Context: an optimization exercise on an open-source flow, tuned for small area, a short achievable clock period and few clock cycles per item. The choices shown serve that exercise and are no tape-out recipe. RTL that was checked went through simulation tests only; none was proved equivalent to the original. Only the layout flow was run in runs 3 to 6; the RTL was not checked for function there. Power is estimated from default activity; no workload was simulated.

==> flow/design.v (outline; a module is shown in full before it is edited, if it fits) <==
// module alu_core: 836 lines
// module alu_fa: 4 lines
// module alu_ha: 4 lines
// module alu_booth: 16 lines
// module alu_arbiter: 91 lines
module alu_arbiter
#(
  parameter int WIDTH   = 32,
  parameter int MUL_LAT = 3
) (
  input  logic             clk,
  input  logic             rst_n,
  input  logic             req0_valid,
  output logic             req0_ready,
  input  logic [2:0]       req0_op,
  input  logic [WIDTH-1:0] req0_a,
  input  logic [WIDTH-1:0] req0_b,
  input  logic             req1_valid,
  output logic             req1_ready,
  input  logic [2:0]       req1_op,
  input  logic [WIDTH-1:0] req1_a,
  input  logic [WIDTH-1:0] req1_b,
  output logic             resp_valid,
  input  logic             resp_ready,
  output logic             resp_id,
  output logic [WIDTH-1:0] resp_data,
  output logic             resp_zero,
  output logic             resp_neg
);
  // ...
==> flow/flow/run.sh <==
#!/bin/bash
# Layout: the standard ORFS flow (standard.sh), unchanged except for
# make-variable settings: a larger setup repair target (the SDC, clock period
# and I/O delays are untouched), plain buffers on the ports, and clock tree
# synthesis without dummy loads.
set -euo pipefail
bash standard.sh \
  SETUP_SLACK_MARGIN=7.1 \
  "BUFFER_PORTS_ARGS=-buffer_cell sky130_fd_sc_hd__buf_1" \
  "CTS_ARGS=-sink_clustering_enable -repair_clock_nets -dont_use_dummy_load" \
  finish > standard_flow.log 2>&1
==> flow/standard.sh <==
#!/bin/bash
# synth_recipe.tcl (not shown) runs the flow's synth.tcl, then flattens the netlist and writes it again
# the make line also repeats each setting of config.mk as NAME=value (left out here)
make -C /OpenROAD-flow-scripts/flow DESIGN_CONFIG=/design/flow/config.mk WORK_HOME=/design/flow/orfs CLKGATE_MAP_FILE= SYNTH_SCRIPT=/design/flow/synth_recipe.tcl "${@:-finish}"
==> flow/config.mk <==
export PLATFORM = sky130hd
export DESIGN_NAME = alu_arbiter
export DESIGN_NICKNAME = alu_arbiter
export VERILOG_FILES = /design/flow/design.v
export SDC_FILE = /design/flow/constraint.sdc
export NUM_CORES = 4
export LEC_CHECK = 0
export CAP_MARGIN = 20
export CORE_MARGIN = 2
export CORE_UTILIZATION = 65
export PLACE_DENSITY = 0.75
export SLEW_MARGIN = 20
export SYNTH_HIERARCHICAL = 1
export SYNTH_MINIMUM_KEEP_SIZE = 0
==> flow/constraint.sdc <==
create_clock -name core_clock -period 12.5 [get_ports {clk}]
set_input_delay 2.5000 -clock core_clock [delete_from_list [all_inputs] [get_ports {clk}]]
set_output_delay 2.5000 -clock core_clock [all_outputs]
set_load 0.01 [all_outputs]
==> summary.txt, run 1 <==
CP max stage delay - 590 ps
synthesis-to-layout area growth - 8.65%
final cell area excluding filler cells - 19300 um^2
first-iteration detailed-routing DRC count - 1982
wire length on met2 - 24.9 mm
Avg Synthesized Cell Area - 10.2 um^2
Synth area leaders - fa_1 (26%), xnor2_1 (13%), dfxtp_1 (13%)
Hold EP - last_grant$_DFFE_PN1P_
Max Fanout on Critical Path - 7
largest net degree at the start of global routing - 52
crit path DAT - 5660 ps
pre-CTS setup slack - 6500 ps
inverters - 13
max_cap viols - 0
layout cells sized above 1 - 0.115
Top Consumer - combinational cells
run status - no timing/DRC/antenna violations
Root Driver - clkbuf_16
fin nets - 2223
seq pwr - 0.765 mW
CORE AREA - 27000 um^2
clk tree area frac - 0.0220
sequential cell fraction of total power - 0.145
post-DP HPWL - 38.7 mm
Syn Nets - 2159
TritonRoute pass-1 iters - 6
Required @ worst endpoint - 12630 ps
first-pass GRT wire length - 83.6 mm
Worst setup endpoint - resp_data[0]$_DFFE_PN_
worst r2r src - a_q[25]$_DFF_P_
Testbench counts, summed over its fixed seeds: cycles 4,016, items 4,000.
==> run 2: changes to the inputs <==
--- a/flow/flow/run.sh
+++ b/flow/flow/run.sh
@@ -5,7 +5,7 @@
 # synthesis without dummy loads.
 set -euo pipefail
 bash standard.sh \
-  SETUP_SLACK_MARGIN=7.1 \
+  SETUP_SLACK_MARGIN=6.9 \
   "BUFFER_PORTS_ARGS=-buffer_cell sky130_fd_sc_hd__buf_1" \
   "CTS_ARGS=-sink_clustering_enable -repair_clock_nets -dont_use_dummy_load" \
   finish > standard_flow.log 2>&1
==> summary.txt, run 2 <==
Avg Synthesized Cell Area - 10.2 um^2 (unchanged)
RSZ-0062 raised after global routing - yes
Port Buffers - 176
FFs w/ async S/R, synth - 0.0329
largest family of logic cells by synthesized area - adder cells
Clock Power Share - 0.086
Hold EP - last_grant$_DFFE_PN1P_
Max Fanout on Critical Path - 3 (-4)
CORE AREA - 27000 um^2 (unchanged)
Yosys reg bits - 152
die area - 28700 um^2
cts bufs inserted - 17
most common cell after layout, fill and taps aside - xnor2_1
H-tree level count - 4
most frequent cell after synthesis - xnor2_1
power share of the combinational group - 0.760
Post-CTS Hold Buffers - 0
Max Clock Freq - 178 MHz
io pins - 177
hold_sp - last_grant$_DFFE_PN1P_
Skew-Pair Late Insertion Delay - 440 ps
num rows - 60
Wirelength per Cell - 25.9 um
most frequent cells after synthesis - xnor2_1 (267), a22oi_1 (257), fa_1 (227)
routability cong. - 0.950
Switching Share - 0.490
Hold/Removal Path Class - register to register
Worst-Margin Slew - 1080 ps
synthesis-to-layout area growth - 7.66%
Pwr Density - 265 nW/um^2
mux share of post-synthesis cell area - 0.0498
dominant cell type by area after synthesis - fa_1
post-synthesis simple-gate area fraction - 0.0693
sequential cell fraction of total power - 0.153 (+0.008)
antenna violations before repair - 0
final setup fails - 0
commonest register cell after synthesis - dfxtp_1
largest net degree at the start of global routing - 52 (unchanged)
number of vias after detailed routing - 14.8k
Startpoint Class - input pin
layout cells sized above 1 - 0.103 (-0.0124)
max_slew headroom - 0.279
Syn Std Cell Area - 17800 um^2
Final Hold Fails - 0
clk slew on worst S/H paths - 90 ps
Worst setup EP type - output port
most frequent cells in the layout - xnor2_1 (264), a22oi_1 (254), fa_1 (224)
first-iteration detailed-routing DRC count - 1724 (-13%)
share of the synthesized area in the top cell type - 0.255
Required @ worst endpoint - 10000 ps (-2630 ps)
vias in the first global route - 14.5k
FF-to-FF path depth - 17
fin. max-slew vios - 0
NetSw - 2.49 mW
run status - no timing/DRC/antenna violations
fin crit period - 5610 ps
reg2reg end - resp_data[0]$_DFFE_PN_
total number of yosys warnings - 8
Largest regs - a_q x32, by_q x32, resp_data x32
number of routed nets with antenna violations - 0
Die Width - 170 um
Post-Syn Instances - 1746
Syn Nets - 2159 (unchanged)
Clock Path Buffers - 2
clock tree from TritonCTS - yes
Total Wirelength - 55.2 mm
XOR/XNOR Fraction of Synth Area - 0.143
CTS sink cnt - 152
setup total negative slack - 0 ps
Internal - 2.59 mW
Synth Area in Compound Gates - 0.205
Root Driver - clkbuf_16
r2r setup slk - 6980 ps
WHS - 484 ps
initial core utilization - 0.661
crit path DAT - 3110 ps (-2550 ps)
Adder-Cell Fraction of Synth Area - 0.288
Worst VDD drop - 0.236 mV
period utilisation layout - 0.449
gr ovfl total - 0
Synth cell types - 78
Die Y - 170 um
hold path depth - 2
Pleak - 7.37 nW
Via-to-Cell Ratio - 6.94
TritonRoute pass-1 iters - 6 (unchanged)
max_cap viols - 0 (unchanged)
post-DP HPWL - 38.6 mm (-0.37%)
worst r2r src - one_q[0]$_DFF_P_
fin nets - 2208 (-0.67%)
first-pass GRT wire length - 82.8 mm (-0.92%)
Post-synth EDFFs - 33
crit path kind - input pin to output port
clock skew - 36.6 ps
Synth area leaders - fa_1 (26%), xnor2_1 (13%), dfxtp_1 (13%)
drt drc - 0
sequential-to-total area share from yosys stat - 0.191
Total GRT Usage - 0.379
-- run 2: worst max-delay path by stage --
stage	from	end	slack [ps]	cells past startpoint
after global routing	one_q[0]$_DFF_P_	resp_data[0]$_DFFE_PN_	6810	17
after CTS	one_q[2]$_DFF_P_	resp_data[0]$_DFFE_PN_	6900	17
after floorplan	resp_ready	req1_ready	6890	2
after global placement	one_q[1]$_DFF_P_	resp_data[0]$_DFFE_PN_	6430	16
final	resp_ready	req1_ready	6890	4
after detailed placement	one_q[1]$_DFF_P_	resp_data[0]$_DFFE_PN_	6300	16
-- run 2: logic make-up (layout without fill, tap and decap cells) --
group / after synthesis / count (layout)
XOR/XNOR: 291 / 291
flip-flops: 152 / 152
AND/OR/NAND/NOR: 239 / 240
other: 0 / 1
AO/OA/AOI/OAI: 506 / 506
adder cells (fa/ha/maj): 274 / 274
buffers and inverters: 201 / 247
multiplexers: 83 / 83
-- run 2: power by group through the flow --
| stage | logic [mW] | clock network [mW] | registers, mW |
|---|---|---|---|
| 6_report | 3.86 | 0.438 | 0.779 |
| 5_1_grt | 4.23 | 0.456 | 0.787 |
| 4_1_cts | 3.52 | 0.432 | 0.778 |
| 3_5_place_dp | 3.49 | 0 | 0.787 |
| 3_3_place_gp | 3.41 | 0 | 0.785 |
| 2_1_floorplan | 2.64 | 0 | 0.766 |
-- run 2: metrics by stage --
| stage | power (mW) | setup WS, ps | area, um^2 | util | instances |
|---|---|---|---|---|---|
| 2_1_floorplan | 3.41 | 6890 | 17800 | - | 1746 |
| 4_1_cts | 4.73 | 6900 | 18800 | 0.697 | 2123 |
| 6_report | 5.08 | 6890 | 19200 | 0.711 | 2135 |
| 3_3_place_gp | 4.19 | 6430 | 18200 | 0.676 | 2102 |
| 5_1_grt | 5.47 | 6810 | 19200 | 0.711 | 2134 |
| 3_5_place_dp | 4.28 | 6300 | 18200 | 0.676 | 2102 |
-- run 2: Yosys stat by module, one instance, submodules excluded --
module	area (um^2)	flops+latches	times used	cells
alu_booth	512	0	1	78
alu_ha	12.5	0	16	1
alu_fa	20.0	0	226	1
alu_core	6690	0	1	948
alu_arbiter	5890	152	1	478
-- run 2: cell type report --
class                      count  area, um^2
timing repair buffer         217        1150
sequential                   152        3500
antenna                        1        2.50
inverter                      13        51.3
tap                          341         427
clock buffer                  17         425
multi-input combinational   1394       13600
fill                        1993        7780
-- run 2: what timing repair did --
item	4_1_cts	5_1_grt
resized for setup	46	75
buffers inserted	3	9
pin swaps	0	21
setup endpoints to repair	16	9
cloned	1	2
-- run 2: critical path, stage by stage --
cell	delay, ps
buf_4	140
nand2b_4	150
and3_4	180
buf_2	130
-- run 2: per-layer routing --
layer | GRT usage | wire length, um | vias to the layer above
li1 | - | - | 6314
met1 | 0.520 | 21800 | 7224
met2 | 0.587 | 24900 | 1095
met3 | 0.0907 | 6460 | 182
met4 | 0.142 | 2090 | 0
met5 | 0 | 0 | -
==> module alu_arbiter, before the edit <==
module alu_arbiter
#(
  parameter int WIDTH   = 32,
  parameter int MUL_LAT = 3
) (
  input  logic             clk,
  input  logic             rst_n,
  input  logic             req0_valid,
  output logic             req0_ready,
  input  logic [2:0]       req0_op,
  input  logic [WIDTH-1:0] req0_a,
  input  logic [WIDTH-1:0] req0_b,
  input  logic             req1_valid,
  output logic             req1_ready,
  input  logic [2:0]       req1_op,
  input  logic [WIDTH-1:0] req1_a,
  input  logic [WIDTH-1:0] req1_b,
  output logic             resp_valid,
  input  logic             resp_ready,
  output logic             resp_id,
  output logic [WIDTH-1:0] resp_data,
  output logic             resp_zero,
  output logic             resp_neg
);
  logic last_grant, cap0, cap1, cid, en, acc0, acc1, acc;
  logic [2:0] op_g;
  logic [31:0] a_g, b_g, bm_g, by_g, y;
  logic cin_q, f_q;
  logic [31:0] a_q, by_q;
  logic [15:0] one_g, two_g, neg_g, one_q, two_q, neg_q;
  logic cin_g, f_g;
  assign en         = ~resp_valid | resp_ready;
  assign req0_ready = cap0 & en & (last_grant | ~req1_valid);
  assign req1_ready = cap1 & en & (~last_grant | ~req0_valid);
  assign acc0       = req0_valid & req0_ready;
  assign acc1       = req1_valid & req1_ready;
  assign acc        = acc0 | acc1;
  assign op_g = cid ? req0_op : req1_op;
  assign a_g  = cid ? req0_a  : req1_a;
  assign b_g  = cid ? req0_b  : req1_b;
  always_comb begin
    cin_g = 1'b0;
    f_g   = 1'b0;
    bm_g  = 32'd1;
    by_g  = '0;
    case (op_g)
      alu_pkg::ALU_MUL: bm_g = b_g;
      alu_pkg::ALU_SHL: bm_g = 32'd1 << b_g[4:0];
      alu_pkg::ALU_OR:  by_g = b_g & ~a_g;
      alu_pkg::ALU_SUB, alu_pkg::ALU_CMP: begin cin_g = 1'b1; by_g = ~b_g; end
      alu_pkg::ALU_CMM: begin cin_g = 1'b1; f_g = 1'b1; by_g = ~b_g; end
      alu_pkg::ALU_CME: begin f_g = 1'b1; by_g = ~b_g; end
      default: by_g = b_g;
    endcase
  end
  always_ff @(posedge clk or negedge rst_n) begin
    if (!rst_n) begin
      last_grant <= 1'b1;
      cid        <= 1'b0;
      cap0       <= 1'b0;
      cap1       <= 1'b0;
      resp_valid <= 1'b0;
    end else begin
      if (acc) last_grant <= acc1;
      cid <= ~cid;
      cap0 <= cid & req0_valid;
      cap1 <= ~cid & req1_valid;
      if (en) resp_valid <= acc;
    end
  end
  always_ff @(posedge clk) begin
    a_q   <= a_g;
    one_q <= one_g;
    two_q <= two_g;
    neg_q <= neg_g;
    for (int i = 0; i < 16; i++) begin
      by_q[2*i]   <= by_g[2*i];
      by_q[2*i+1] <= by_g[2*i+1] | (neg_g[i] & ~(one_g[i] & a_g[0]));
    end
    cin_q <= cin_g;
    f_q   <= f_g;
    if (en) begin
      resp_data <= y;
      resp_id   <= cid;
    end
  end
  alu_booth u_booth (.b(bm_g), .one(one_g), .two(two_g), .neg(neg_g));
  alu_core u_core (.a(a_q), .one(one_q), .two(two_q), .neg(neg_q), .by(by_q), .cin(cin_q), .f(f_q), .y(y));
  assign resp_zero = resp_data == '0;
  assign resp_neg  = resp_data[WIDTH-1];
endmodule
==> run 3: changes to the inputs <==
--- a/flow/design.v
+++ b/flow/design.v
@@ -901,10 +901,12 @@
   logic [15:0] one_g, two_g, neg_g, one_q, two_q, neg_q;
   logic cin_g, f_g;
   assign en         = ~resp_valid | resp_ready;
-  assign req0_ready = cap0 & en & (last_grant | ~req1_valid);
-  assign req1_ready = cap1 & en & (~last_grant | ~req0_valid);
-  assign acc0       = req0_valid & req0_ready;
-  assign acc1       = req1_valid & req1_ready;
+  alu_ready u_ready0 (.cap(cap0), .resp_valid(resp_valid), .resp_ready(resp_ready),
+                      .prio(last_grant), .other_valid(req1_valid), .ready(req0_ready));
+  alu_ready u_ready1 (.cap(cap1), .resp_valid(resp_valid), .resp_ready(resp_ready),
+                      .prio(~last_grant), .other_valid(req0_valid), .ready(req1_ready));
+  assign acc0       = req0_valid & cap0 & en & (last_grant | ~req1_valid);
+  assign acc1       = req1_valid & cap1 & en & (~last_grant | ~req0_valid);
   assign acc        = acc0 | acc1;
   assign op_g = cid ? req0_op : req1_op;
   assign a_g  = cid ? req0_a  : req1_a;
@@ -960,3 +962,13 @@
   assign resp_zero = resp_data == '0;
   assign resp_neg  = resp_data[WIDTH-1];
 endmodule
+module alu_ready (
+  input  logic cap,
+  input  logic resp_valid,
+  input  logic resp_ready,
+  input  logic prio,
+  input  logic other_valid,
+  output logic ready
+);
+  assign ready = cap & (~resp_valid | resp_ready) & (prio | ~other_valid);
+endmodule
==> summary.txt, run 3 <==
run status - no timing/DRC/antenna violations
Pwr Density - 262 nW/um^2 (-1.0%)
Largest regs - a_q x32, by_q x32, resp_data x32
Synth cell types - 80 (+2.6%)
Yosys reg bits - 152 (unchanged)
crit path DAT - 3060 ps (-50 ps)
largest net degree at the start of global routing - 71 (+37%)
dominant cell type by area after synthesis - fa_1
post-DP HPWL - 39.2 mm (+1.6%)
vias in the first global route - 14.4k (-0.25%)
Avg Synthesized Cell Area - 10.2 um^2 (about the same)
io pins - 177 (unchanged)
Post-CTS Hold Buffers - 0 (unchanged)
crit path kind - input pin to output port
Clock Path Buffers - 2 (unchanged)
final setup fails - 0 (unchanged)
clk slew on worst S/H paths - 80 ps (about the same)
Max Fanout on Critical Path - 5 (+2)
Total Wirelength - 55.3 mm (+0.11%)
first-iteration detailed-routing DRC count - 1930 (+12%)
FFs w/ async S/R, synth - 0.0329 (unchanged)
share of the synthesized area in the top cell type - 0.255 (-0.000519)
Pleak - 7.38 nW (+0.13%)
fin. max-slew vios - 0 (unchanged)
Worst-Margin Slew - 1110 ps (+37.0 ps)
Worst VDD drop - 0.259 mV (+9.6%)
Post-Syn Instances - 1751 (+0.29%)
die area - 28800 um^2 (+0.20%)
Final Hold Fails - 0 (unchanged)
Skew-Pair Late Insertion Delay - 440 ps (about the same)
layout cells sized above 1 - 0.0951 (-0.00752)
gr ovfl total - 0 (unchanged)
period utilisation layout - 0.445 (-0.00366)
routability cong. - 0.954 (+0.47%)
most frequent cells in the layout - xnor2_1 (265), a22oi_1 (253), fa_1 (225)
RSZ-0062 raised after global routing - yes
CTS sink cnt - 152 (unchanged)
Post-synth EDFFs - 33 (unchanged)
Die Width - 170 um (+0.10%)
Wirelength per Cell - 25.9 um (about the same)
clock tree from TritonCTS - yes
fin nets - 2213 (+0.23%)
Ant. Diodes - 0 (-1)
Startpoint Class - input pin
Syn Nets - 2164 (+0.23%)
drt drc - 0 (unchanged)
first-pass GRT wire length - 82.8 mm (about the same)
max_cap viols - 0 (unchanged)
initial core utilization - 0.662 (+0.00135)
Via-to-Cell Ratio - 6.96 (+0.37%)
total number of yosys warnings - 8 (unchanged)
Hold/Removal Path Class - register to register
synthesis-to-layout area growth - 7.40%
H-tree level count - 4 (unchanged)
num rows - 60 (unchanged)
setup total negative slack - 0 ps (unchanged)
clock skew - 47.1 ps (+10.6 ps)
Worst setup EP type - output port
number of vias after detailed routing - 14.9k (+0.56%)
sequential-to-total area share from yosys stat - 0.190 (-0.000388)
Die Y - 170 um (+0.10%)
max_slew headroom - 0.255 (-0.0248)
cts bufs inserted - 17 (unchanged)
antenna violations before repair - 0 (unchanged)
Syn Std Cell Area - 17800 um^2 (+0.20%)
Root Driver - clkbuf_16
Required @ worst endpoint - 10000 ps (about the same)
Total GRT Usage - 0.378 (-0.000837)
Port Buffers - 176 (unchanged)
most frequent cell after synthesis - xnor2_1
most frequent cells after synthesis - xnor2_1 (267), a22oi_1 (257), fa_1 (227)
Synth area leaders - fa_1 (25%), xnor2_1 (13%), dfxtp_1 (13%)
CORE AREA - 27000 um^2 (unchanged)
number of routed nets with antenna violations - 0 (unchanged)
Max Clock Freq - 180 MHz (+0.82%)
commonest register cell after synthesis - dfxtp_1
fillers - 2030 (+1.9%)
total power draw - 5.02 mW (-1.1%)
final core occ - 0.711 (about the same)
most common cell after layout, fill and taps aside - xnor2_1
TritonRoute pass-1 iters - 8 (+2)
fin crit period - 5560 ps (-45.7 ps)
[run 3: cell types whose count changed after synthesis, sizes merged]
cell    previous run  this run
nand2b            24        23
and3               6         4
a31oi             11        12
nand4             10         9
nand3             11        12
a41oi              0         1
nand2             73        71
o221a              0         2
a21o              10        11
inv               13        18
[run 3: per-stage QoR]
step	instance area, um^2	worst slack, ps	hold WS [ps]	instances
after floorplan	17800	7000	454	1751
after global placement	18300	6370	481	2114
after detailed placement	18300	6190	495	2114
after CTS	18900	6910	506	2135
after global routing	19200	6830	534	2139
final	19200	6940	512	2139
[run 3: final cells by class]
type,instances,area [um^2],area share
clock buffer,17,425,0.0222
multi-input combinational,1393,13600,0.708
timing repair buffer,218,1180,0.0616
inverter,18,70.1,0.00366
tap,341,427,0.0223
sequential,152,3480,0.182
[run 3: cell families after synthesis]
kind of cell / synth area share
flops: 0.190
compound gates: 0.207
fa+ha+maj: 0.288
simple gates: 0.0677
xor+xnor: 0.143
buf+inv: 0.0544
mux: 0.0497
[run 3: per-module statistics from Yosys (local to each module, per instance)]
module,flip-flops and latches,copies in the design,cells inside
alu_arbiter,152,1,477
alu_ready,0,2,3
alu_core,0,1,948
alu_booth,0,1,78
alu_ha,0,16,1
alu_fa,0,226,1
[run 3: path summary, 6_finish.rpt]
| check | startpoint | to | slack (ps) | cells after the start |
|---|---|---|---|---|
| setup reg to reg | one_q[1]$_DFF_P_ | resp_data[0]$_DFFE_PP_ | 6970 | 18 |
| min in group asynchronous | rst_n | cap0$_DFF_PN0_ | 1900 | 1 |
| max in group asynchronous | rst_n | last_grant$_DFFE_PN1P_ | 10330 | 1 |
| hold reg to reg | cap0$_DFF_PN0_ | last_grant$_DFFE_PN1P_ | 510 | 1 |
| setup / recovery | req1_valid | req0_ready | 6940 | 4 |
| hold / removal | cap0$_DFF_PN0_ | last_grant$_DFFE_PN1P_ | 510 | 1 |
[run 3: critical path, stage by stage]
cell and delay [ps]:
buf_1 160, inv_1 60, o221a_1 210, buf_1 120
[run 3: repair_timing]
action / CTS / global route
buffers inserted: 4 / 1
gates cloned: 0 / 3
endpoints found under the setup margin: 15 / 10
gates resized for setup: 47 / 59
pin swaps: 1 / 5
[run 3: metal layers]
metal  GRT usage  vias up  routed length (um)
li1            -     6325                   -
met1       0.506     7252               21600
met2       0.591     1154               25000
met3       0.104      167                6610
met4       0.137        0                2080
met5           0        -                   0
[run 3: where the power goes]
part	leakage [nW]	switching (mW)	internal (mW)
logic	5.79	2.19	1.62
registers	1.37	0.0794	0.693
clock network	0.209	0.203	0.237
total	7.38	2.47	2.55
==> run 4: changes to the inputs <==
--- a/flow/flow/run.sh
+++ b/flow/flow/run.sh
@@ -5,7 +5,7 @@
 # synthesis without dummy loads.
 set -euo pipefail
 bash standard.sh \
-  SETUP_SLACK_MARGIN=6.9 \
+  SETUP_SLACK_MARGIN=7.05 \
   "BUFFER_PORTS_ARGS=-buffer_cell sky130_fd_sc_hd__buf_1" \
   "CTS_ARGS=-sink_clustering_enable -repair_clock_nets -dont_use_dummy_load" \
   finish > standard_flow.log 2>&1
==> summary.txt, run 4 <==
run status - no timing/DRC/antenna violations
first-iteration detailed-routing DRC count - 1907 (-1.2%)
CP max stage delay - 590 ps (+380 ps)
num rows - 60 (unchanged)
antenna violations before repair - 0 (unchanged)
H-tree level count - 4 (unchanged)
Port Buffers - 176 (unchanged)
Skew-Pair Late Insertion Delay - 440 ps (about the same)
Switching Share - 0.489 (-0.00300)
io pins - 177 (unchanged)
hold path depth - 1 (unchanged)
Synth cell types - 80 (unchanged)
number of routed nets with antenna violations - 0 (unchanged)
Startpoint Class - register
Largest regs - a_q x32, by_q x32, resp_data x32
Final Hold Fails - 0 (unchanged)
first-pass GRT wire length - 84.2 mm (+1.6%)
Max Clock Freq - 183 MHz (+1.7%)
clock skew - 34.6 ps (-12.5 ps)
Syn Nets - 2164 (unchanged)
max_slew headroom - 0.286 (+0.0311)
most frequent cells in the layout - xnor2_1 (265), a22oi_1 (252), fa_1 (224)
CP delay by family, top - adder cells
power share of the combinational group - 0.767 (+0.008)
Final WS setup - 7030 ps (+94.4 ps)
Yosys reg bits - 152 (unchanged)
synthesis-to-layout area growth - 8.74%
max_cap viols - 0 (unchanged)
layout cells sized above 1 - 0.106 (+0.0113)
die area - 28800 um^2 (unchanged)
clk slew on worst S/H paths - 80 ps (about the same)
Via-to-Cell Ratio - 6.94 (-0.33%)
Post-CTS Hold Buffers - 0 (unchanged)
fin nets - 2219 (+0.27%)
Post-Syn Instances - 1751 (unchanged)
fin. max-slew vios - 0 (unchanged)
final core occ - 0.720 (+0.00887)
Total Wirelength - 55.3 mm (about the same)
total number of yosys warnings - 8 (unchanged)
post-route insts no fill - 2146 (+0.33%)
pre-CTS setup slack - 6460 ps (+266 ps)
number of vias after detailed routing - 14.9k (-0.0067%)
Worst setup EP type - register
sequential cell fraction of total power - 0.148 (-0.006)
most frequent cell after synthesis - xnor2_1
vias in the first global route - 14.6k (+1.1%)
commonest register cell after synthesis - dfxtp_1
fin crit period - 5470 ps (-94.4 ps)
hold_sp - cap0$_DFF_PN0_
Post-Place Cells - 2117 (+0.14%)
CORE AREA - 27000 um^2 (unchanged)
Worst Path Buf+Inv - 1 (-2)
Pwr Density - 269 nW/um^2 (+2.7%)
Total GRT Usage - 0.384 (+0.00648)
Internal - 2.67 mW (+4.6%)
NetSw - 2.55 mW (+3.3%)
drt drc - 0 (unchanged)
Pleak - 7.47 nW (+1.2%)
Avg Synthesized Cell Area - 10.2 um^2 (unchanged)
reg2reg end - resp_data[0]$_DFFE_PP_
share of the synthesized area in the top cell type - 0.255 (unchanged)
worst r2r src - neg_q[1]$_DFF_P_
gr ovfl total - 0 (unchanged)
Clock Path Buffers - 2 (unchanged)
FFs w/ async S/R, synth - 0.0329 (unchanged)
most frequent cells after synthesis - xnor2_1 (267), a22oi_1 (257), fa_1 (227)
Wirelength per Cell - 25.8 um (-0.29%)
Clock Power Share - 0.085 (-0.002)
crit path kind - register to register
Worst-Margin Slew - 1070 ps (-46.4 ps)
Syn Std Cell Area - 17800 um^2 (unchanged)
r2r setup slk - 7030 ps (+60 ps)
initial core utilization - 0.662 (unchanged)
Synth area leaders - fa_1 (25%), xnor2_1 (13%), dfxtp_1 (13%)
crit path DAT - 5600 ps (+2540 ps)
sequential-to-total area share from yosys stat - 0.190 (unchanged)
Max Fanout on Critical Path - 29 (+24)
CTS sink cnt - 152 (unchanged)
final setup fails - 0 (unchanged)
routability cong. - 0.947 (-0.79%)
setup total negative slack - 0 ps (unchanged)
Critical-path top delay cell - fa_2
Die Y - 170 um (unchanged)
period utilisation layout - 0.437 (-0.00755)
Die Width - 170 um (unchanged)
Post-synth EDFFs - 33 (unchanged)
Worst VDD drop - 0.301 mV (+17%)
Required @ worst endpoint - 12640 ps (+2640 ps)
largest net degree at the start of global routing - 78 (+9.9%)
dominant cell type by area after synthesis - fa_1
clock tree from TritonCTS - yes
cts bufs inserted - 17 (unchanged)
CP dominant cell by count - fa_1
Hold EP - last_grant$_DFFE_PN1P_
post-DP HPWL - 39.0 mm (-0.52%)
FF-to-FF path depth - 16 (-2)
worst-path cell chain - buf_8, xnor2_1, fa_1, fa_1, fa_1, fa_2, fa_1, fa_2, ha_4, a21o_1, a211o_1, a21oi_2, a31oi_1, a31oi_1, xnor2_1, a31oi_1
RSZ-0062 raised after global routing - yes
most common cell after layout, fill and taps aside - xnor2_1
Root Driver - clkbuf_16
Hold/Removal Path Class - register to register
TritonRoute pass-1 iters - 7 (-1)
==> run 4: cell counts after synthesis <==
Identical to the previous run, type by type.
==> run 4: cell families (layout without fill, tap and decap cells) <==
logic type                 count (synthesis)  in the layout  share of synthesized area
muxes                                     83             83                     0.0497
other                                      0              1                          0
xor gates and xnor gates                 291            291                      0.143
and+or+nand+nor                          234            234                     0.0677
DFF                                      152            152                      0.190
adders and majority gates                274            274                      0.288
buffers and inverters                    206            259                     0.0544
AOI/OAI and AO/OA                        511            511                      0.207
==> run 4: stage by stage <==
step                hold WS (ps)  power, mW  cell area (um^2)
global placement             478       4.24             18300
floorplan                    454       3.41             17900
CTS                          494       4.88             19100
global route                 536       5.63             19400
detailed placement           482       4.32             18300
finish                       519       5.22             19400
==> run 4: worst max path at each step <==
stage / start / to / slack [ps] / depth (start not counted)
after global placement: neg_q[0]$_DFF_P_ / resp_data[0]$_DFFE_PP_ / 6550 / 15
after floorplan: neg_q[2]$_DFF_P_ / resp_data[0]$_DFFE_PP_ / 7040 / 17
after detailed placement: two_q[3]$_DFF_P_ / resp_data[0]$_DFFE_PP_ / 6460 / 16
after CTS: one_q[1]$_DFF_P_ / resp_data[0]$_DFFE_PP_ / 7020 / 17
final: neg_q[1]$_DFF_P_ / resp_data[0]$_DFFE_PP_ / 7030 / 16
after global routing: one_q[1]$_DFF_P_ / resp_data[0]$_DFFE_PP_ / 6880 / 17
==> run 4: per-module statistics from Yosys (local to each module, per instance) <==
module | flops+latches | cells inside | copies in the design | area [um^2]
alu_ha | 0 | 1 | 16 | 12.5
alu_booth | 0 | 78 | 1 | 512
alu_arbiter | 152 | 477 | 1 | 5890
alu_core | 0 | 948 | 1 | 6690
alu_fa | 0 | 1 | 226 | 20.0
alu_ready | 0 | 3 | 2 | 18.8
==> run 4: layout make-up <==
type,count,area (um^2)
tap,341,427
fill,1979,7540
antenna,1,2.50
sequential,152,3490
timing repair buffer,224,1360
multi-input combinational,1393,13600
inverter,18,70.1
clock buffer,17,425
==> run 4: what timing repair did <==
action,in CTS,in global routing
setup buffers,1,6
pin swaps,8,23
gates cloned,3,1
resized for setup,68,84
setup endpoints to repair,15,14
==> run 4: layer usage <==
metal | global-route usage | part of all wire | vias up
li1 | - | - | 6328
met1 | 0.516 | 0.38 | 7231
met2 | 0.606 | 0.46 | 1153
met3 | 0.0975 | 0.12 | 185
met4 | 0.141 | 0.039 | 0
met5 | 0 | 0 | -
==> run 4: power groups by stage <==
stage,combinational [mW],clock (mW),sequential [mW]
final,4.01,0.444,0.770
after global routing,4.39,0.462,0.777
after CTS,3.67,0.438,0.769
after detailed placement,3.54,0,0.779
after global placement,3.47,0,0.776
after floorplan,2.64,0,0.767
==> run 5: changes to the inputs <==
--- a/flow/flow/run.sh
+++ b/flow/flow/run.sh
@@ -5,7 +5,7 @@
 # synthesis without dummy loads.
 set -euo pipefail
 bash standard.sh \
-  SETUP_SLACK_MARGIN=7.05 \
+  SETUP_SLACK_MARGIN=6.9 \
   "BUFFER_PORTS_ARGS=-buffer_cell sky130_fd_sc_hd__buf_1" \
   "CTS_ARGS=-sink_clustering_enable -repair_clock_nets -dont_use_dummy_load" \
   finish > standard_flow.log 2>&1
--- a/flow/config.mk
+++ b/flow/config.mk
@@ -8,6 +8,7 @@
 export CAP_MARGIN = 20
 export CORE_MARGIN = 2
 export CORE_UTILIZATION = 65
+export GPL_ROUTABILITY_DRIVEN = 0
 export PLACE_DENSITY = 0.75
 export SLEW_MARGIN = 20
 export SYNTH_HIERARCHICAL = 1
==> summary.txt, run 5 <==
run status - no timing/DRC/antenna violations
crit path kind - register to register
fillers - 1964 (-0.76%)
max_slew headroom - 0.303 (+0.0174)
fin nets - 2207 (-0.54%)
max_cap viols - 0 (unchanged)
drt drc - 0 (unchanged)
Wirelength per Cell - 25.3 um (-1.8%)
largest net degree at the start of global routing - 55 (-29%)
Yosys reg bits - 152 (unchanged)
synthesis-to-layout area growth - 7.25%
pre-CTS setup slack - 6510 ps (+50.6 ps)
most frequent cells after synthesis - xnor2_1 (267), a22oi_1 (257), fa_1 (227)
Die Width - 170 um (unchanged)
grt met1 use - 0.512 (-0.00463)
most frequent cells in the layout - xnor2_1 (264), a22oi_1 (254), fa_1 (224)
CP dominant cell by count - fa_1
Worst Path Buf+Inv - 1 (unchanged)
sequential-to-total area share from yosys stat - 0.190 (unchanged)
dominant cell type by area after synthesis - fa_1
Synth cell types - 80 (unchanged)
Pwr Density - 259 nW/um^2 (-3.7%)
total number of yosys warnings - 8 (unchanged)
CTS sink cnt - 152 (unchanged)
Startpoint Class - register
Port Buffers - 176 (unchanged)
fin. max-slew vios - 0 (unchanged)
global routing's busiest layer - met2
final setup fails - 0 (unchanged)
Total GRT Usage - 0.370 (-0.0142)
final core occ - 0.710 (-0.00989)
Post-synth EDFFs - 33 (unchanged)
Switching Share - 0.494 (+0.00506)
Syn Nets - 2164 (unchanged)
Ant. Diodes - 0 (-1)
WHS - 484 ps (-34.8 ps)
worst-path cell chain - buf_12, a22oi_1, xnor2_1, fa_1, fa_1, fa_1, fa_2, fa_1, fa_2, ha_4, a21o_1, a211o_1, a21oi_2, a31oi_1, a31oi_1, xnor2_1, a31oi_1
Hold/Removal Path Class - register to register
CP max stage delay - 610 ps (+20 ps)
layout cells sized above 1 - 0.0954 (-0.0110)
Via-to-Cell Ratio - 6.96 (+0.33%)
FFs w/ async S/R, synth - 0.0329 (unchanged)
CP delay by family, top - adder cells
Worst VDD drop - 0.223 mV (-26%)
setup total negative slack - 0 ps (unchanged)
Max Fanout on Critical Path - 16 (-45%)
number of routed nets with antenna violations - 0 (unchanged)
Required @ worst endpoint - 12630 ps (about the same)
met2 Usage GRT - 0.581 (-0.0247)
Root Driver - clkbuf_16
Final WS setup - 6950 ps (-84.2 ps)
sequential cell fraction of total power - 0.156 (+0.008)
number of vias after detailed routing - 14.9k (-0.28%)
Total Wirelength - 54.0 mm (-2.4%)
RSZ-0062 raised after global routing - yes
Worst setup EP type - register
H-tree level count - 4 (unchanged)
Die Y - 170 um (unchanged)
Final Hold Fails - 0 (unchanged)
Clock Power Share - 0.087 (+0.002)
fin crit period - 5550 ps (+84.2 ps)
NetSw - 2.45 mW (-4.1%)
clock skew - 34.0 ps (-0.648 ps)
Worst-Margin Slew - 1040 ps (-26.0 ps)
Avg Synthesized Cell Area - 10.2 um^2 (unchanged)
share of the synthesized area in the top cell type - 0.255 (unchanged)
gr ovfl total - 0 (unchanged)
io pins - 177 (unchanged)
first-iteration detailed-routing DRC count - 2106 (+10%)
period utilisation layout - 0.444 (+0.00674)
cts bufs inserted - 17 (unchanged)
clk slew on worst S/H paths - 80 ps (about the same)
die area - 28800 um^2 (unchanged)
post-DP HPWL - 38.8 mm (-0.51%)
Synth area leaders - fa_1 (25%), xnor2_1 (13%), dfxtp_1 (13%)
Largest regs - a_q x32, by_q x32, resp_data x32
Max Clock Freq - 180 MHz (-1.5%)
crit path DAT - 5680 ps (+80 ps)
TritonRoute pass-1 iters - 6 (-1)
Critical-path top delay cell - fa_2
vias in the first global route - 14.2k (-2.8%)
Skew-Pair Late Insertion Delay - 440 ps (about the same)
Syn Std Cell Area - 17800 um^2 (unchanged)
most frequent cell after synthesis - xnor2_1
most common cell after layout, fill and taps aside - xnor2_1
power share of the combinational group - 0.756 (-0.011)
commonest register cell after synthesis - dfxtp_1
M3 GR Usage - 0.0849 (-0.0126)
Pleak - 7.36 nW (-1.5%)
initial core utilization - 0.662 (unchanged)
Post-Syn Instances - 1751 (unchanged)
num rows - 60 (unchanged)
first-pass GRT wire length - 81.8 mm (-2.8%)
total power draw - 4.96 mW (-5.0%)
CORE AREA - 27000 um^2 (unchanged)
Clock Path Buffers - 2 (unchanged)
antenna violations before repair - 0 (unchanged)
Internal - 2.51 mW (-6.0%)
clock tree from TritonCTS - yes
-- run 5: cell counts after synthesis --
No cell type changed its count.
-- run 5: final cells by class --
class	instances	area, um^2	area share
Timing Repair Buffer	212	1130	0.0592
Tap cell	341	427	0.0223
Multi-Input combinational cell	1393	13600	0.710
Sequential cell	152	3500	0.183
Inverter	18	70.1	0.00366
Clock buffer	17	425	0.0222
-- run 5: power groups by stage --
stage / clock network [mW] / registers, mW / logic (mW)
6_report: 0.433 / 0.775 / 3.75
5_1_grt: 0.449 / 0.784 / 4.08
4_1_cts: 0.431 / 0.774 / 3.51
3_5_place_dp: 0 / 0.784 / 3.48
3_3_place_gp: 0 / 0.782 / 3.40
2_1_floorplan: 0 / 0.767 / 2.64
-- run 5: metrics by stage --
| stage | area, um^2 | instances |
|---|---|---|
| floorplan | 17800 | 1751 |
| global placement | 18300 | 2109 |
| detailed placement | 18300 | 2109 |
| CTS | 18800 | 2127 |
| global route | 19100 | 2133 |
| finish | 19100 | 2133 |
-- run 5: cells by family after synthesis --
| logic type | count (synthesis) | share of synthesized area |
|---|---|---|
| XOR/XNOR | 291 | 0.143 |
| adder cells (fa/ha/maj) | 274 | 0.288 |
| AO/OA/AOI/OAI | 511 | 0.207 |
| multiplexers | 83 | 0.0497 |
| buffers and inverters | 206 | 0.0544 |
| flip-flops | 152 | 0.190 |
| AND/OR/NAND/NOR | 234 | 0.0677 |
-- run 5: worst paths after layout --
path | start | end | slack (ps) | cells past startpoint
worst max-delay path | one_q[0]$_DFF_P_ | resp_data[0]$_DFFE_PP_ | 6950 | 17
worst min-delay path | cap0$_DFF_PN0_ | last_grant$_DFFE_PN1P_ | 480 | 1
worst max register to register | one_q[0]$_DFF_P_ | resp_data[0]$_DFFE_PP_ | 6950 | 17
worst min register to register | cap0$_DFF_PN0_ | last_grant$_DFFE_PN1P_ | 480 | 1
max in group asynchronous | rst_n | last_grant$_DFFE_PN1P_ | 10330 | 1
min in group asynchronous | rst_n | resp_valid$_DFFE_PN0P_ | 1900 | 1
-- run 5: worst register-to-register path, cell delays in order (launching register included) --
cell and delay [ps]:
dfxtp_2 350, buf_12 160, a22oi_1 250, xnor2_1 160
fa_1 460, fa_1 540, fa_1 450, fa_2 360
fa_1 480, fa_2 620, ha_4 240, a21o_1 200
a211o_1 310, a21oi_2 180, a31oi_1 60, a31oi_1 180
xnor2_1 160, a31oi_1 110
-- run 5: per-module statistics from Yosys, one instance, submodules excluded --
| module | copies in the design | cells | flip-flops and latches |
|---|---|---|---|
| alu_booth | 1 | 78 | 0 |
| alu_ha | 16 | 1 | 0 |
| alu_ready | 2 | 3 | 0 |
| alu_arbiter | 1 | 477 | 152 |
| alu_fa | 226 | 1 | 0 |
| alu_core | 1 | 948 | 0 |
-- run 5: timing repair --
| action | CTS | global route |
|---|---|---|
| resized for setup | 29 | 77 |
| hold buffers | 0 | 0 |
| gates cloned | 0 | 4 |
| setup endpoints to repair | 9 | 10 |
| pin swaps | 0 | 11 |
| buffers inserted | 1 | 2 |
-- run 5: routing by layer --
| metal | share of wire | up-vias | routed length, um |
|---|---|---|---|
| met4 | 0.033 | 2 | 1790 |
| met1 | 0.39 | 7223 | 21200 |
| li1 | - | 6307 | - |
| met5 | 0.0013 | - | 71 |
| met2 | 0.46 | 1168 | 24700 |
| met3 | 0.12 | 155 | 6240 |
==> run 6: changes to the inputs <==
--- a/flow/config.mk
+++ b/flow/config.mk
@@ -7,9 +7,8 @@
 export LEC_CHECK = 0
 export CAP_MARGIN = 20
 export CORE_MARGIN = 2
-export CORE_UTILIZATION = 65
-export GPL_ROUTABILITY_DRIVEN = 0
-export PLACE_DENSITY = 0.75
+export CORE_UTILIZATION = 55
+export PLACE_DENSITY = 0.7
 export SLEW_MARGIN = 20
 export SYNTH_HIERARCHICAL = 1
 export SYNTH_MINIMUM_KEEP_SIZE = 0
==> summary.txt, run 6 <==
fin nets - 2215 (+0.36%)
Ant. Diodes - 0 (unchanged)
Max Clock Freq - 181 MHz (+0.26%)
routability cong. - 0.900
synthesis-to-layout area growth - 7.86%
TritonRoute pass-1 iters - 8 (+2)
Yosys reg bits - 152 (unchanged)
Skew-Pair Late Insertion Delay - 440 ps (about the same)
commonest register cell after synthesis - dfxtp_1
XOR/XNOR Fraction of Synth Area - 0.143 (unchanged)
Startpoint Class - register
final setup fails - 0 (unchanged)
Pwr Density - 260 nW/um^2 (+0.55%)
Worst setup EP type - register
Post-Syn Instances - 1751 (unchanged)
Root Driver - clkbuf_16
pre-CTS setup slack - 6490 ps (-20.4 ps)
num rows - 65 (+8.3%)
clk slew on worst S/H paths - 60 ps (-20 ps)
Post-synth EDFFs - 33 (unchanged)
cts bufs inserted - 17 (unchanged)
mux share of post-synthesis cell area - 0.0497 (unchanged)
FFs w/ async S/R, synth - 0.0329 (unchanged)
Max Fanout on Critical Path - 30 (+14)
Via-to-Cell Ratio - 6.58 (-5.6%)
post-DP HPWL - 40.6 mm (+4.6%)
Port Buffers - 176 (unchanged)
clock skew - 18.9 ps (-15.0 ps)
fin. max-slew vios - 0 (unchanged)
gr ovfl total - 0 (unchanged)
io pins - 177 (unchanged)
Placed Area - 18400 um^2 (+0.91%)
most frequent cells in the layout - xnor2_1 (266), a22oi_1 (252), fa_1 (222)
dominant cell type by area after synthesis - fa_1
Wirelength per Cell - 25.0 um (-1.3%)
max_slew headroom - 0.295 (-0.00815)
run status - no timing/DRC/antenna violations
CORE AREA - 31700 um^2 (+18%)
Largest regs - a_q x32, by_q x32, resp_data x32
most frequent cell after synthesis - xnor2_1
first-iteration detailed-routing DRC count - 1519 (-28%)
Clock Path Buffers - 2 (unchanged)
Worst VDD drop - 0.256 mV (+15%)
H-tree level count - 4 (unchanged)
total number of yosys warnings - 8 (unchanged)
final core occ - 0.607 (-0.103)
r2r setup slk - 6960 ps (about the same)
most common cell after layout, fill and taps aside - xnor2_1
post-synthesis simple-gate area fraction - 0.0677 (unchanged)
first-pass GRT wire length - 84.0 mm (+2.8%)
vias in the first global route - 14.3k (+0.84%)
Adder-Cell Fraction of Synth Area - 0.288 (unchanged)
period utilisation layout - 0.443 (-0.00117)
largest family of logic cells by synthesized area - adder cells
Total GRT Usage - 0.327 (-0.0428)
layout cells sized above 1 - 0.0928 (-0.00265)
Synth cell types - 80 (unchanged)
clock tree from TritonCTS - yes
Total Wirelength - 55.0 mm (+1.9%)
drt drc - 0 (unchanged)
Die Y - 184 um (+8.5%)
Final Hold Fails - 0 (unchanged)
antenna violations before repair - 0 (unchanged)
Avg Synthesized Cell Area - 10.2 um^2 (unchanged)
Pleak - 7.37 nW (+0.15%)
crit path kind - register to register
Die Width - 184 um (+8.5%)
largest net degree at the start of global routing - 61 (+11%)
CTS sink cnt - 152 (unchanged)
Synth Area in Compound Gates - 0.207 (unchanged)
die area - 33900 um^2 (+18%)
setup total negative slack - 0 ps (unchanged)
Worst-Margin Slew - 1050 ps (+12.2 ps)
final cell area excluding filler cells - 19200 um^2 (+0.57%)
Syn Nets - 2164 (unchanged)
sequential-to-total area share from yosys stat - 0.190 (unchanged)
RSZ-0062 raised after global routing - yes
crit path DAT - 5690 ps (about the same)
WHS - 534 ps (+50.0 ps)
number of vias after detailed routing - 14.5k (-2.5%)
Syn Std Cell Area - 17800 um^2 (unchanged)
Final WS setup - 6960 ps (+14.6 ps)
initial core utilization - 0.563 (-0.0995)
most frequent cells after synthesis - xnor2_1 (267), a22oi_1 (257), fa_1 (227)
number of routed nets with antenna violations - 0 (unchanged)
share of the synthesized area in the top cell type - 0.255 (unchanged)
fin crit period - 5540 ps (-14.6 ps)
Required @ worst endpoint - 12650 ps (+20 ps)
Post-CTS Hold Buffers - 0 (unchanged)
max_cap viols - 0 (unchanged)
Hold/Removal Path Class - register to register
Synth area leaders - fa_1 (25%), xnor2_1 (13%), dfxtp_1 (13%)
[run 6: metal layers]
metal  up-vias  GRT usage  share of wire  wire, um
met5         -          0              0         0
met4         0      0.119          0.036      1980
met3       116     0.0709          0.095      5220
met2       904      0.523           0.46     25300
met1      7138      0.439           0.41     22400
li1       6326          -              -         -
[run 6: worst max-delay path, cell delays in order, from the launching register on]
cell and delay (ps):
dfxtp_1 370, buf_12 200, a22oi_2 110, xnor2_1 230, fa_2 500, fa_1 500
fa_1 440, fa_2 360, fa_2 540, fa_2 480, ha_4 260, a21o_1 190
a211o_1 300, a21oi_2 140, a31oi_1 50, a31oi_1 230, xnor2_1 190, a31oi_1 120
[run 6: modules after synthesis, one instance, submodules excluded]
module / copies in the design / cells
alu_booth: 1 / 78
alu_arbiter: 1 / 477
alu_ready: 2 / 3
alu_fa: 226 / 1
alu_ha: 16 / 1
alu_core: 1 / 948
[run 6: where the power goes]
| group | internal [mW] | leakage, nW | switching (mW) |
|---|---|---|---|
| clock | 0.235 | 0.209 | 0.193 |
| combinational | 1.62 | 5.79 | 2.20 |
| sequential | 0.694 | 1.37 | 0.0684 |
[run 6: what timing repair did]
| item | 4_1_cts | 5_1_grt |
|---|---|---|
| cloned | 0 | 1 |
| gates resized for setup | 40 | 57 |
| pin swaps | 0 | 6 |
| setup endpoints to repair | 7 | 6 |
| buffers inserted | 1 | 1 |
[run 6: cell families after synthesis]
kind of cell	after synthesis
adders and majority gates	274
and+or+nand+nor	234
AOI/OAI and AO/OA	511
muxes	83
DFF	152
buffers and inverters	206
xor gates and xnor gates	291
[run 6: path summary, 6_finish.rpt]
kind,start,endpoint,depth (start not counted)
setup / recovery,one_q[1]$_DFF_P_,resp_data[0]$_DFFE_PP_,17
hold / removal,cap0$_DFF_PN0_,last_grant$_DFFE_PN1P_,1
setup reg to reg,one_q[1]$_DFF_P_,resp_data[0]$_DFFE_PP_,17
hold reg to reg,cap0$_DFF_PN0_,last_grant$_DFFE_PN1P_,1
max in group asynchronous,rst_n,last_grant$_DFFE_PN1P_,1
min in group asynchronous,rst_n,cap0$_DFF_PN0_,1
[run 6: layout make-up]
class | instances | area, um^2
Clock buffer | 17 | 425
Fill cell | 2686 | 12500
Inverter | 18 | 70.1
Multi-Input combinational cell | 1393 | 13600
Sequential cell | 152 | 3440
Tap cell | 402 | 503
Timing Repair Buffer | 220 | 1200
[run 6: stage by stage]
step	total power, mW	std cells
floorplan	3.41	1751
global placement	4.30	2182
detailed placement	4.33	2182
CTS	4.83	2200
global route	5.43	2202
finish	5.01	2202

what the ideal ports hide:
In the flow no input, the clock included, has a driving cell. The finished layouts below were timed again as built, in two steps.
Step 1 (the two cells are an assumption about what drives the block):
set clk [get_ports {clk}]
set_driving_cell -lib_cell sky130_fd_sc_hd__clkbuf_16 $clk
set_driving_cell -lib_cell sky130_fd_sc_hd__buf_2 [delete_from_list [all_inputs] $clk]
Step 2 moves the port delays by t, midway between the first and last clock arrival at a register: inputs arrive t later, outputs are due t later. That takes back most of the time a late clock gives input paths.
Slacks: ideal ports / drivers / drivers and shift; pairs: ideal ports / drivers.
| run | t, ns | setup slack, ns | clock arrival spread, ns | worst data-port slew with drivers (ns) |
|---|---|---|---|---|
| run 1 | 0.468 | 6.977 / 6.935 / 6.935 | 0.034 / 0.035 | 0.08 |
| run 2 | 0.478 | 6.892 / 6.869 / 6.869 | 0.036 / 0.036 | 0.08 |
| run 3 | 0.473 | 6.938 / 6.914 / 6.914 | 0.050 / 0.050 | 0.07 |
| run 4 | 0.471 | 7.032 / 6.994 / 6.994 | 0.035 / 0.034 | 0.06 |
| run 5 | 0.477 | 6.948 / 6.948 / 6.948 | 0.034 / 0.034 | 0.06 |
| run 6 | 0.486 | 6.962 / 6.932 / 6.932 | 0.022 / 0.022 | 0.08 |
After both steps setup and hold are still met in every run listed. The setup slack of run 1, which loses most, moves by -0.042 ns with the drivers and by -0.042 ns with both steps.
